What follows belongs to an exercise in optimizing a design on an open flow for small area, a short achievable clock period and few clock cycles per item; a production flow would make more cautious choices.
The RTL was checked by simulation tests, not by an equivalence proof against the original design.
Power and IR drop assume default switching activity.

== run C ==
Design mesh_router, start of the top module:
module mesh_router (
  input  logic                   clk,
  input  logic                   reset,
  input  router_pkg::port_mask_t in_valid,
  input  logic [router_pkg::NUM_PORTS*router_pkg::FLIT_W-1:0] in_flit,
  output router_pkg::port_mask_t in_ready,
  output router_pkg::port_mask_t out_valid,
  output logic [router_pkg::NUM_PORTS*router_pkg::FLIT_W-1:0] out_flit,
  input  router_pkg::port_mask_t out_ready
);
  localparam int NP = router_pkg::NUM_PORTS;
  localparam int W  = router_pkg::FLIT_W;
  localparam router_pkg::flit_t HX_MASK = router_pkg::flit_t'(4'hf) << router_pkg::HOP_X_LSB;
  localparam router_pkg::flit_t HY_MASK = router_pkg::flit_t'(4'hf) << router_pkg::HOP_Y_LSB;
  localparam router_pkg::flit_t XD_BIT  = router_pkg::flit_t'(1) << router_pkg::X_DIR_BIT;
  localparam router_pkg::flit_t YD_BIT  = router_pkg::flit_t'(1) << router_pkg::Y_DIR_BIT;
  router_pkg::port_mask_t nreq [NP];      
  router_pkg::port_mask_t nroute [NP];    
  router_pkg::port_mask_t out_nreq [NP];  
  router_pkg::port_mask_t out_nroute [NP];
  logic [NP*NP-1:0]       nbeats_v;       
  router_pkg::port_mask_t grant [NP];     
  logic [NP*NP-1:0]       nbeats;
  logic [NP-1:0]          rdy_a;
  logic [NP-1:0]          rdy_b;
  logic [NP-1:0]          rdy_c;
  rr_arbiter #(
    .NUM_REQ (NP)
  ) u_pri (
    .clk    (clk),
    .reset  (reset),
    .nbeats (nbeats)
  );
  for (genvar i = 0; i < NP; i++) begin : g_in
    input_port u_in (
      .in_valid (in_valid[i]),
      .in_flit  (in_flit[i*W +: W]),
      .nreq     (nreq[i]),
      .nroute   (nroute[i])
    );
    rt_nor2  u_ra (.a (grant[0][i]), .b (grant[1][i]), .y (rdy_a[i]));
    rt_nor2  u_rb (.a (grant[2][i]), .b (grant[3][i]), .y (rdy_b[i]));
    rt_inv   u_rc (.a (grant[4][i]), .y (rdy_c[i]));
    rt_nand3 u_rd (.a (rdy_a[i]), .b (rdy_b[i]), .c (rdy_c[i]), .y (in_ready[i]));
  end
  always_comb begin
    for (int i = 0; i < NP; i++) begin
      for (int j = 0; j < NP; j++) begin
        out_nreq[j][i]   = nreq[i][j];
        out_nroute[j][i] = nroute[i][j];
      end
    end
  end
  for (genvar k = 0; k < NP; k++) begin : g_bv
  ...
For scale: roughly 310 flip-flops, roughly 660 I/O pins, roughly 0.017 mm² of cells after synthesis.
==> module output_port, before the edit <==
module output_port #(
  parameter int                NUM_REQ    = 5,
  parameter int                DEC_LSB    = -1,
  parameter router_pkg::flit_t CONST_MASK = '0,
  parameter router_pkg::flit_t CONST_VAL  = '0
) (
  input  logic                   clk,
  input  logic                   reset,
  input  router_pkg::port_mask_t nreq,      
  input  router_pkg::port_mask_t nroute,    
  input  logic [NUM_REQ*NUM_REQ-1:0] nbeats,   
  input  logic [NUM_REQ*router_pkg::FLIT_W-1:0] flits,
  output router_pkg::port_mask_t grant,
  output logic                   out_valid,
  output router_pkg::flit_t      out_flit,
  input  logic                   out_ready
);
  localparam int W = router_pkg::FLIT_W;
  logic               full;
  logic               hold;
  router_pkg::flit_t  data_o;
  assign hold      = full & ~out_ready;
  assign out_valid = full;
  for (genvar i = 0; i < NUM_REQ; i++) begin : g_gnt
    localparam int K0 = (i + 1) % NUM_REQ;
    localparam int K1 = (i + 2) % NUM_REQ;
    localparam int K2 = (i + 3) % NUM_REQ;
    localparam int K3 = (i + 4) % NUM_REQ;
    logic blk_a;    
    logic blk_b;    
    rt_o22ai u_a (.a1 (nroute[K0]), .a2 (nbeats[K0*NUM_REQ+i]),
                  .b1 (nroute[K1]), .b2 (nbeats[K1*NUM_REQ+i]), .y (blk_a));
    rt_o22ai u_b (.a1 (nroute[K2]), .a2 (nbeats[K2*NUM_REQ+i]),
                  .b1 (nroute[K3]), .b2 (nbeats[K3*NUM_REQ+i]), .y (blk_b));
    rt_nor4  u_g (.a (nreq[i]), .b (blk_a), .c (blk_b), .d (hold), .y (grant[i]));
  end
  always_ff @(posedge clk or posedge reset) begin
    if (reset) begin
      full <= 1'b0;
    end else begin
      full <= hold | (|grant);
    end
  end
  for (genvar b = 0; b < W; b++) begin : g_bit
    if (CONST_MASK[b]) begin : g_const
      assign data_o[b] = CONST_VAL[b];
    end else begin : g_reg
      router_pkg::port_mask_t d;
      for (genvar i = 0; i < NUM_REQ; i++) begin : g_d
        assign d[i] = flits[i*W + b];
      end
      flit_buffer u_bit (
        .clk  (clk),
        .sel  (grant),
        .d    (d),
        .hold (hold),
        .q    (data_o[b])
      );
    end
  end
  always_comb begin
    out_flit = data_o;
    if (DEC_LSB >= 0) begin
      out_flit[DEC_LSB +: router_pkg::HOP_W] = data_o[DEC_LSB +: router_pkg::HOP_W] - 1'b1;
    end
  end
endmodule
==> module mesh_router, before the edit <==
module mesh_router (
  input  logic                   clk,
  input  logic                   reset,
  input  router_pkg::port_mask_t in_valid,
  input  logic [router_pkg::NUM_PORTS*router_pkg::FLIT_W-1:0] in_flit,
  output router_pkg::port_mask_t in_ready,
  output router_pkg::port_mask_t out_valid,
  output logic [router_pkg::NUM_PORTS*router_pkg::FLIT_W-1:0] out_flit,
  input  router_pkg::port_mask_t out_ready
);
  localparam int NP = router_pkg::NUM_PORTS;
  localparam int W  = router_pkg::FLIT_W;
  localparam router_pkg::flit_t HX_MASK = router_pkg::flit_t'(4'hf) << router_pkg::HOP_X_LSB;
  localparam router_pkg::flit_t HY_MASK = router_pkg::flit_t'(4'hf) << router_pkg::HOP_Y_LSB;
  localparam router_pkg::flit_t XD_BIT  = router_pkg::flit_t'(1) << router_pkg::X_DIR_BIT;
  localparam router_pkg::flit_t YD_BIT  = router_pkg::flit_t'(1) << router_pkg::Y_DIR_BIT;
  router_pkg::port_mask_t nreq [NP];      
  router_pkg::port_mask_t nroute [NP];    
  router_pkg::port_mask_t out_nreq [NP];  
  router_pkg::port_mask_t out_nroute [NP];
  logic [NP*NP-1:0]       nbeats_v;       
  router_pkg::port_mask_t grant [NP];     
  logic [NP*NP-1:0]       nbeats;
  logic [NP-1:0]          rdy_a;
  logic [NP-1:0]          rdy_b;
  logic [NP-1:0]          rdy_c;
  rr_arbiter #(
    .NUM_REQ (NP)
  ) u_pri (
    .clk    (clk),
    .reset  (reset),
    .nbeats (nbeats)
  );
  for (genvar i = 0; i < NP; i++) begin : g_in
    input_port u_in (
      .in_valid (in_valid[i]),
      .in_flit  (in_flit[i*W +: W]),
      .nreq     (nreq[i]),
      .nroute   (nroute[i])
    );
    rt_nor2  u_ra (.a (grant[0][i]), .b (grant[1][i]), .y (rdy_a[i]));
    rt_nor2  u_rb (.a (grant[2][i]), .b (grant[3][i]), .y (rdy_b[i]));
    rt_inv   u_rc (.a (grant[4][i]), .y (rdy_c[i]));
    rt_nand3 u_rd (.a (rdy_a[i]), .b (rdy_b[i]), .c (rdy_c[i]), .y (in_ready[i]));
  end
  always_comb begin
    for (int i = 0; i < NP; i++) begin
      for (int j = 0; j < NP; j++) begin
        out_nreq[j][i]   = nreq[i][j];
        out_nroute[j][i] = nroute[i][j];
      end
    end
  end
  for (genvar k = 0; k < NP; k++) begin : g_bv
    for (genvar i = 0; i < NP; i++) begin : g_i
      if (k == i) begin : g_same
        assign nbeats_v[k*NP+i] = 1'b1;
      end else begin : g_other
        rt_nand2 u_bv (.a (~nbeats[k*NP+i]), .b (in_valid[k]), .y (nbeats_v[k*NP+i]));
      end
    end
  end
  for (genvar j = 0; j < NP; j++) begin : g_out
    localparam bit IS_X = (j == router_pkg::PORT_LEFT || j == router_pkg::PORT_RIGHT);
    localparam bit IS_Y = (j == router_pkg::PORT_UP   || j == router_pkg::PORT_DOWN);
    localparam router_pkg::flit_t C_MASK = IS_X ? XD_BIT : IS_Y ? (YD_BIT | HX_MASK) : (HX_MASK | HY_MASK);
    localparam router_pkg::flit_t C_VAL  = (j == router_pkg::PORT_LEFT) ? XD_BIT :
                                           (j == router_pkg::PORT_DOWN) ? YD_BIT : '0;
    output_port #(
      .NUM_REQ    (NP),
      .DEC_LSB    (IS_X ? router_pkg::HOP_X_LSB : IS_Y ? router_pkg::HOP_Y_LSB : -1),
      .CONST_MASK (C_MASK),
      .CONST_VAL  (C_VAL)
    ) u_out (
      .clk       (clk),
      .reset     (reset),
      .nreq      (out_nreq[j]),
      .nroute    (out_nroute[j]),
      .nbeats    (nbeats_v),
      .flits     (in_flit),
      .grant     (grant[j]),
      .out_valid (out_valid[j]),
      .out_flit  (out_flit[j*W +: W]),
      .out_ready (out_ready[j])
    );
  end
endmodule
Settings: LEC_CHECK=0, CAP_MARGIN=20, CORE_MARGIN=2, CORE_UTILIZATION=50, CTS_BUF_LIST=sky130_fd_sc_hd__clkbuf_8 sky130_fd_sc_hd__clkbuf_16, CTS_CLUSTER_DIAMETER=80, CTS_CLUSTER_SIZE=20, SETUP_SLACK_MARGIN=1.5, SLEW_MARGIN=20; clock period 5.0 ns.
standard.sh (not shown) runs the stock make flow with config.mk's settings and CLKGATE_MAP_FILE= SYNTH_SCRIPT=/design/flow/synth_recipe.tcl, a recipe that flattens the netlist after the stock synthesis.
==> flow/flow/run.sh <==
#!/bin/bash
# Layout flow: the standard synthesis script with two changes to the
# technology mapping only (registers are untouched):
#  - the output-register bit cells (flit_buffer, flit_aoi) and the single
#    gates of the request and grant netlist (rt_*) are kept as modules
#    through ABC and mapped on their own, then flattened as usual;
#  - the rest is mapped with ABC's classic load-aware "map" instead of "&nf".
# Then the standard layout, with plain buffers on the ports.
set -euo pipefail
W=$PWD
export SYNTH_KEEP_MODULES="flit_buffer flit_aoi rt_inv rt_nand2 rt_nor2 rt_nand3 rt_nor3 rt_nand4 rt_a21oi rt_nor4 rt_o22ai"
export DP_ABC_SCRIPT=$W/flow/abc_bit.script
export MY_ABC_SCRIPT=$W/flow/abc_map.script
export BUFFER_PORTS_ARGS="-buffer_cell sky130_fd_sc_hd__buf_1"
# standard.sh's own make call, for the synth target, with this flow's script
sed -e "s#SYNTH_SCRIPT=[^ ]*#SYNTH_SCRIPT=$W/flow/synth.tcl#" \
    -e 's#"${@:-finish}"#synth#' standard.sh > own_synth.sh
bash own_synth.sh > synth.log 2>&1
bash standard.sh finish > finish.log 2>&1
==> flow/flow/abc_bit.script <==
&get -n
&st
&nf -a
&put
==> flow/flow/abc_map.script <==
strash
dch
map -D 1000
topo
stime -c
dnsize -c -D 1000
==> flow/flow/synth.tcl <==
# synth_recipe.tcl, with the abc call split: the kept bit-cell modules get
# their own mapping script (each maps to a single gate), the rest gets this flow's mapping script
proc abc {args} {
  set i [lsearch -exact $args -script]
  set a_bit $args
  set a_top $args
  lset a_bit [expr {$i + 1}] $::env(DP_ABC_SCRIPT)
  lset a_top [expr {$i + 1}] $::env(MY_ABC_SCRIPT)
  yosys abc {*}$a_bit {*}$::env(SYNTH_KEEP_MODULES)
  yosys abc {*}$a_top mesh_router
}
source [file join [file dirname [file dirname [file normalize [info script]]]] synth_recipe.tcl]
Testbench counts of run C, summed over its fixed seeds: cycles 2,947, flits 8,000.
Input-level comparison between run E and run C:
diff --git a/flow/design.v b/flow/design.v
--- a/flow/design.v
+++ b/flow/design.v
@@ -161,10 +161,11 @@
   input  router_pkg::port_mask_t nreq,      
   input  router_pkg::port_mask_t nroute,    
   input  logic [NUM_REQ*NUM_REQ-1:0] nbeats,   
   input  logic [NUM_REQ*router_pkg::FLIT_W-1:0] flits,
   output router_pkg::port_mask_t grant,
+  output router_pkg::port_mask_t take,      
   output logic                   out_valid,
   output router_pkg::flit_t      out_flit,
   input  logic                   out_ready
 );
   localparam int W = router_pkg::FLIT_W;
@@ -183,10 +184,11 @@
     rt_o22ai u_a (.a1 (nroute[K0]), .a2 (nbeats[K0*NUM_REQ+i]),
                   .b1 (nroute[K1]), .b2 (nbeats[K1*NUM_REQ+i]), .y (blk_a));
     rt_o22ai u_b (.a1 (nroute[K2]), .a2 (nbeats[K2*NUM_REQ+i]),
                   .b1 (nroute[K3]), .b2 (nbeats[K3*NUM_REQ+i]), .y (blk_b));
     rt_nor4  u_g (.a (nreq[i]), .b (blk_a), .c (blk_b), .d (hold), .y (grant[i]));
+    rt_nor4  u_t (.a (nreq[i]), .b (blk_a), .c (blk_b), .d (hold), .y (take[i]));
   end
   always_ff @(posedge clk or posedge reset) begin
     if (reset) begin
       full <= 1'b0;
     end else begin
@@ -238,10 +240,11 @@
   router_pkg::port_mask_t nroute [NP];    
   router_pkg::port_mask_t out_nreq [NP];  
   router_pkg::port_mask_t out_nroute [NP];
   logic [NP*NP-1:0]       nbeats_v;       
   router_pkg::port_mask_t grant [NP];     
+  router_pkg::port_mask_t take [NP];      
   logic [NP*NP-1:0]       nbeats;
   logic [NP-1:0]          rdy_a;
   logic [NP-1:0]          rdy_b;
   logic [NP-1:0]          rdy_c;
   rr_arbiter #(
@@ -256,13 +259,13 @@
       .in_valid (in_valid[i]),
       .in_flit  (in_flit[i*W +: W]),
       .nreq     (nreq[i]),
       .nroute   (nroute[i])
     );
-    rt_nor2  u_ra (.a (grant[0][i]), .b (grant[1][i]), .y (rdy_a[i]));
-    rt_nor2  u_rb (.a (grant[2][i]), .b (grant[3][i]), .y (rdy_b[i]));
-    rt_inv   u_rc (.a (grant[4][i]), .y (rdy_c[i]));
+    rt_nor2  u_ra (.a (take[0][i]), .b (take[1][i]), .y (rdy_a[i]));
+    rt_nor2  u_rb (.a (take[2][i]), .b (take[3][i]), .y (rdy_b[i]));
+    rt_inv   u_rc (.a (take[4][i]), .y (rdy_c[i]));
     rt_nand3 u_rd (.a (rdy_a[i]), .b (rdy_b[i]), .c (rdy_c[i]), .y (in_ready[i]));
   end
   always_comb begin
     for (int i = 0; i < NP; i++) begin
       for (int j = 0; j < NP; j++) begin
@@ -297,10 +300,11 @@
       .nreq      (out_nreq[j]),
       .nroute    (out_nroute[j]),
       .nbeats    (nbeats_v),
       .flits     (in_flit),
       .grant     (grant[j]),
+      .take      (take[j]),
       .out_valid (out_valid[j]),
       .out_flit  (out_flit[j*W +: W]),
       .out_ready (out_ready[j])
     );
   end
Findings:
- Run E finished every step from synthesis to the final layout, and the layout passed the timing, DRC and antenna checks.
- On arrival time of the worst setup path: between run C and run E, it ends up lower for run C.
- Area used by multi-input combinational logic (run E vs. run C) increases by a few percent
- Run C reports its timing startpoint of the critical path as in_flit[52] while run E reports in_flit[306].
- Ratio of final minimum period to clock period ended up 1.4 points higher on run E than on run C.
- A highest signal layer in the routed design of met4 is what run C shows, while met5 belongs to run E.
- STATUS worst setup slack: run E loses against run C
- Run C → run E: total power up 1.9%, critical path depth in cells down 2, switching power of the nets flat.
Testbench counts of run E, summed over its fixed seeds: cycles 2,947, flits 8,000.

==> afterwards: timing with drivers on the ports <==
The results above use ideal ports. As a check the final layouts listed here were re-extracted and re-timed, cells and wires unchanged. Step 1 sets driving cells, clkbuf_16 on the clock port and buf_2 on the other inputs (assumed; they add their load-dependent delay and slew). Step 2 times the ports against the registers' clock, not the clock port: input delays grow and output delays shrink by t, the midpoint of the rising clock arrivals with the driver on. Three values: ideal, step 1, step 2; two values: the first two.
run | t, ns | slack for setup (ns) | worst register clock-pin slew, ns
run C | 0.597 | 1.504 / 1.475 / 1.265 | 0.10 / 0.10
run E | 0.597 | 1.436 / 1.401 / 1.014 | 0.10 / 0.10
After both steps setup and hold are still met in every run listed. For run E, which loses most, drivers alone change the setup slack by -0.035 ns; drivers and shift together by -0.422 ns.
